This design comes from an exercise in tuning for small area, a short achievable clock period and few clock cycles on the open sky130 flow, not from production work.
Function was checked by simulation only, so behaviour that the tests miss may differ from the original.
The clock port is modelled as an ideal driver; clocking choices that lean on that would not hold on a real chip.

== oak ==
==> flow/design.v <==
package echoPortalPkg;
  typedef struct packed {
    logic [7:0]  wordCount;   
    logic [7:0]  method;
    logic [15:0] portal;
  } portalHeaderT;
  typedef struct packed {
    logic [7:0]                                 method;
    logic [2:0]                                 wordCount;   
    logic [4-1:0][32-1:0] words;
  } requestMsgT;
  typedef struct packed {
    logic [7:0]                                 method;
    logic [2:0]                                 wordCount;   
    logic [5-1:0][32-1:0] words;
  } indicationMsgT;
endpackage
`timescale 1ns/10ps
module echoPortalTop (
  input  logic                  CLK,
  input  logic                  RST_N,
  input  logic                  sinkBeat,
  input  logic [32-1:0] sinkData,
  input  logic                  sinkLast,
  output logic                  sinkReady,
  input  logic                  sourceBeat,
  output logic                  sourceValid,
  output logic [32-1:0] sourceData,
  output logic                  sourceLast,
  output logic                  badPortal
);
  localparam int D = 4;    
  localparam int M = 3;    
  localparam logic [1:0] C_ECHO = 2'd0, C_SWAP = 2'd1, C_SUM = 2'd2, C_ERR = 2'd3;
  localparam int SEG = 8;                   
  localparam int NS  = 32 / SEG;     
  logic          inHdr;      
  logic          pend;       
  logic [2:0]    cnt;        
  logic          curBad;     
  logic [1:0]    curCls;     
  logic [1:0]    hdrCls;
  logic          taken, keepSt, commit, endEv, push;
  logic [2:0]    pushK;
  logic [32-1:0] mem [D];
  logic [D-1:0]  wrOH;       
  logic [D-1:0]  rdOH;       
  logic [D-1:0]  occT;       
  logic          pop;
  logic [1:0]    mCls [M];
  logic [2:0]    mK   [M];
  logic [M-1:0]  mWrOH, mRdOH;
  logic [M-1:0]  mOccT;      
  logic          mPop, qPush;
  always_comb begin
    case (sinkData[23:16])
      8'h00: hdrCls = C_ECHO;
      8'h01: hdrCls = C_SWAP;
      8'h02:  hdrCls = C_SUM;
      default:      hdrCls = C_ERR;
    endcase
  end
  assign taken  = sinkBeat && sinkReady;
  assign keepSt = !inHdr && !cnt[2] && !curBad && (curCls != C_ERR);
  assign commit = taken && keepSt;
  assign endEv  = pend || (taken && sinkLast && !inHdr);
  assign push   = endEv && !curBad;
  assign pushK  = (inHdr || curCls == C_ERR) ? 3'd0 : (cnt[2] ? 3'd4 : cnt + 3'd1);
  always_ff @(posedge CLK) begin
    if (!RST_N) begin
      inHdr     <= 1'b1;
      pend      <= 1'b0;
      cnt       <= '0;
      curBad    <= 1'b0;
      curCls    <= C_ECHO;
      badPortal <= 1'b0;
    end else begin
      badPortal <= endEv && curBad;
      pend      <= taken && sinkLast && inHdr;
      if (taken) begin
        inHdr <= sinkLast;
        if (inHdr) begin
          curBad <= (sinkData[15:0] != 16'h0005);
          curCls <= hdrCls;
          cnt    <= '0;
        end else if (!cnt[2]) begin
          cnt <= cnt + 3'd1;
        end
      end
    end
  end
  always_ff @(posedge CLK) begin
    for (int i = 0; i < D; i++)
      if (wrOH[i] && !occT[D-1]) mem[i] <= sinkData;
  end
  always_ff @(posedge CLK) begin
    for (int i = 0; i < M; i++)
      if (qPush && mWrOH[i]) begin
        mCls[i] <= curCls;
        mK[i]   <= pushK;
      end
  end
  logic [D-1:0] occTNext, wrOHNext;
  logic         fullNext, nextKeep, mRoom0, mRoom1, pendGood;
  logic [M-1:0] mOccA;
  always_comb begin
    case ({commit, pop})
      2'b10:   occTNext = {occT[D-2:0], 1'b1};
      2'b01:   occTNext = {1'b0, occT[D-1:1]};
      default: occTNext = occT;
    endcase
    wrOHNext = commit ? {wrOH[D-2:0], wrOH[D-1]} : wrOH;
    fullNext = !pop && (occT[D-1] || (occT[D-2] && commit));
    nextKeep = taken ? (!sinkLast && (inHdr || (keepSt && cnt < 3'd3))) : keepSt;
    pendGood = pend && !curBad;
    mOccA    = mPop ? {1'b0, mOccT[M-1:1]} : mOccT;
    mRoom0   = pendGood ? !mOccA[M-2] : !mOccA[M-1];
    mRoom1   = pendGood ? !mOccA[M-3] : !mOccA[M-2];
  end
  always_ff @(posedge CLK) begin
    if (!RST_N) begin
      occT      <= '0;
      wrOH      <= D'(1);
      rdOH      <= D'(1);
      mOccT     <= '0;
      mWrOH     <= M'(1);
      mRdOH     <= M'(1);
      sinkReady <= 1'b1;
    end else begin
      occT  <= occTNext;
      wrOH  <= wrOHNext;
      if (pop)   rdOH  <= {rdOH[D-2:0], rdOH[D-1]};
      if (qPush) mWrOH <= {mWrOH[M-2:0], mWrOH[M-1]};
      if (mPop)  mRdOH <= {mRdOH[M-2:0], mRdOH[M-1]};
      case ({qPush, mPop})
        2'b10:   mOccT <= {mOccT[M-2:0], 1'b1};
        2'b01:   mOccT <= {1'b0, mOccT[M-1:1]};
        default: mOccT <= mOccT;
      endcase
      sinkReady <= ((taken && sinkLast) ? mRoom1 : mRoom0) && !(fullNext && nextKeep);
    end
  end
  logic [2:0]            oRem;      
  logic                  oSwap, oSumPend;
  logic [32-1:0] acc;
  logic [NS-1:0]         accCy;     
  logic [32-1:0] accNext, cyVec, sumFold;
  logic [NS-1:0]         accCyNext;
  logic                  adv, idleOut, load;
  logic [32-1:0] head;
  logic [1:0]            qCls, hCls;
  logic [2:0]            qK, hK;
  always_comb begin
    accCyNext = '0;
    cyVec     = '0;
    for (int j = 0; j < NS; j++) begin
      logic [SEG:0] t;
      t = {1'b0, acc[j*SEG +: SEG]} + {1'b0, head[j*SEG +: SEG]} + {{SEG{1'b0}}, (j > 0) && accCy[j]};
      accNext[j*SEG +: SEG] = t[SEG-1:0];
      if (j + 1 < NS) accCyNext[j+1] = t[SEG];
      if (j > 0) cyVec[j*SEG] = accCy[j];
    end
    sumFold = acc + cyVec;
  end
  always_comb begin
    head = '0;
    for (int i = 0; i < D; i++)
      head = head | (mem[i] & {32{rdOH[i]}});
    qCls = '0;
    qK   = '0;
    for (int i = 0; i < M; i++) begin
      qCls = qCls | (mCls[i] & {2{mRdOH[i]}});
      qK   = qK   | (mK[i]   & {3{mRdOH[i]}});
    end
  end
  assign adv     = !sourceValid || sourceBeat;
  assign idleOut = (oRem == 3'd0) && !oSumPend;
  assign hCls    = mOccT[0] ? qCls : curCls;
  assign hK      = mOccT[0] ? qK : pushK;
  assign load    = mOccT[0] || push;
  assign pop     = adv && (oRem != 3'd0);
  assign mPop    = adv && idleOut && mOccT[0];
  assign qPush   = push && !(adv && idleOut && !mOccT[0]);
  always_ff @(posedge CLK) begin
    if (!RST_N) begin
      sourceValid <= 1'b0;
      oRem        <= '0;
      oSumPend    <= 1'b0;
    end else if (adv) begin
      if (oRem != 3'd0) begin
        sourceValid <= 1'b1;
        oRem        <= oRem - 3'd1;
      end else if (oSumPend) begin
        sourceValid <= 1'b1;
        oSumPend    <= 1'b0;
      end else begin
        sourceValid <= load;
        oRem        <= load ? hK : 3'd0;
        oSumPend    <= load && (hCls == C_SUM);
      end
    end
  end
  always_ff @(posedge CLK) begin
    if (adv) begin
      if (oRem != 3'd0) begin
        sourceData <= oSwap ? {head[15:0], head[31:16]} : head;
        sourceLast <= (oRem == 3'd1) && !oSumPend;
        acc        <= accNext;
        accCy      <= accCyNext;
      end else if (oSumPend) begin
        sourceData <= sumFold;
        sourceLast <= 1'b1;
      end else begin
        sourceData <= {5'd0, hK + {2'd0, hCls == C_SUM},
                       (hCls == C_ERR) ? 8'hFF : {6'd0, hCls},
                       16'h0006};
        sourceLast <= (hK == 3'd0) && (hCls != C_SUM);
        oSwap      <= (hCls == C_SWAP);
        acc        <= '0;
        accCy      <= '0;
      end
    end
  end
endmodule
export LEC_CHECK = 0
export CAP_MARGIN = 20
export CORE_MARGIN = 2
export CORE_UTILIZATION = 40
export SETUP_SLACK_MARGIN = 5
export SLEW_MARGIN = 20
create_clock -name core_clock -period 8.5 [get_ports {CLK}]
standard.sh (not shown) runs the stock make flow with config.mk's settings and CLKGATE_MAP_FILE= SYNTH_SCRIPT=/design/flow/synth_recipe.tcl, a recipe that flattens the netlist after the stock synthesis.
==> flow/flow/run.sh <==
#!/bin/bash
set -o pipefail
bash standard.sh SETUP_SLACK_MARGIN=5.9 \
  "BUFFER_PORTS_ARGS=-buffer_cell sky130_fd_sc_hd__buf_2" \
  "PRE_CTS_TCL=$PWD/flow/clock_tree.tcl" \
  "CTS_ARGS=-clk_nets CLK" \
  finish > standard.log 2>&1
Other scripts of this flow, unchanged in this note and not shown: flow/flow/clock_tree.tcl
oak | status: complete | timing, DRC, antenna: pass
Testbench counts of oak, summed over its fixed seeds: cycles 7,454.
> inputs changed (oak -> pine)
--- a/flow/design.v
+++ b/flow/design.v
@@ -30,11 +30,11 @@
   output logic                  badPortal
 );
   localparam int D = 4;    
   localparam int M = 3;    
   localparam logic [1:0] C_ECHO = 2'd0, C_SWAP = 2'd1, C_SUM = 2'd2, C_ERR = 2'd3;
-  localparam int SEG = 8;                   
+  localparam int SEG = 4;                   
   localparam int NS  = 32 / SEG;     
   logic          inHdr;      
   logic          pend;       
   logic [2:0]    cnt;        
   logic          curBad;     
@@ -102,15 +102,14 @@
   end
   logic [D-1:0] occTNext, wrOHNext;
   logic         fullNext, nextKeep, mRoom0, mRoom1, pendGood;
   logic [M-1:0] mOccA;
   always_comb begin
-    case ({commit, pop})
-      2'b10:   occTNext = {occT[D-2:0], 1'b1};
-      2'b01:   occTNext = {1'b0, occT[D-1:1]};
-      default: occTNext = occT;
-    endcase
+    for (int i = 0; i < D; i++)
+      occTNext[i] = ((i + 1 < D) ? occT[(i + 1) % D] : 1'b0)
+                  | (occT[i] && (!pop || commit))
+                  | (((i > 0) ? occT[(i + D - 1) % D] : 1'b1) && commit && !pop);
     wrOHNext = commit ? {wrOH[D-2:0], wrOH[D-1]} : wrOH;
     fullNext = !pop && (occT[D-1] || (occT[D-2] && commit));
     nextKeep = taken ? (!sinkLast && (inHdr || (keepSt && cnt < 3'd3))) : keepSt;
     pendGood = pend && !curBad;
     mOccA    = mPop ? {1'b0, mOccT[M-1:1]} : mOccT;
@@ -130,15 +129,14 @@
       occT  <= occTNext;
       wrOH  <= wrOHNext;
       if (pop)   rdOH  <= {rdOH[D-2:0], rdOH[D-1]};
       if (qPush) mWrOH <= {mWrOH[M-2:0], mWrOH[M-1]};
       if (mPop)  mRdOH <= {mRdOH[M-2:0], mRdOH[M-1]};
-      case ({qPush, mPop})
-        2'b10:   mOccT <= {mOccT[M-2:0], 1'b1};
-        2'b01:   mOccT <= {1'b0, mOccT[M-1:1]};
-        default: mOccT <= mOccT;
-      endcase
+      for (int i = 0; i < M; i++)
+        mOccT[i] <= ((i + 1 < M) ? mOccT[(i + 1) % M] : 1'b0)
+                  | (mOccT[i] && (!mPop || qPush))
+                  | (((i > 0) ? mOccT[(i + M - 1) % M] : 1'b1) && qPush && !mPop);
       sinkReady <= ((taken && sinkLast) ? mRoom1 : mRoom0) && !(fullNext && nextKeep);
     end
   end
   logic [2:0]            oRem;      
   logic                  oSwap, oSumPend;
==> comparison <==
Summary of pine over oak: worst hold slack shows an increase of 4.9 ps, synthesized cell count shows a reduction of about 4%, worst setup slack shows no meaningful change. Compared pine against oak; final RePlAce weighted congestion within noise. Diff pine..oak | initial cell density of the core | negligible. Parity-gate share of the synthesized area counting xor and xnor cells up 0.58 points in pine wrt oak. On share of the clock period used by the worst path, pine and oak are basically level. pine reports a lower post-synthesis mux area share than oak does. Taking oak as the reference, in pine detailed router's first-iteration violation count went down by 185; total length of routed met2 wires went down by 1700 µm. Against oak, final standard cell area without fillers in pine came out better.
Testbench counts of pine, summed over its fixed seeds: cycles 7,454.

==> separate check: timing with driven ports <==
Ports are ideal in the flow. The routed layouts listed here were re-timed in OpenROAD. Step 1, drivers: a clkbuf_16 drives CLK and a buf_2 each remaining input, both assumed. Step 2 moves the port delays by t, midway between the first and last clock arrival at a register: inputs arrive t later, outputs are due t later. That takes back most of the time a late clock gives input paths. Slacks: ideal ports / drivers / drivers and shift; pairs: ideal ports / drivers.
run | t (ns) | slack for setup (ns) | worst register clock-pin slew, ns | worst slew at a driven data input, ns | pins driven straight from the clock port
oak | 0.451 | 5.788 / 5.742 / 5.428 | 0.12 / 0.12 | 0.05 | 1
pine | 0.450 | 5.788 / 5.744 / 5.502 | 0.12 / 0.12 | 0.05 | 1
After both steps setup and hold are still met in every run listed. For oak, which loses most, drivers alone change the setup slack by -0.046 ns; drivers and shift together by -0.360 ns.
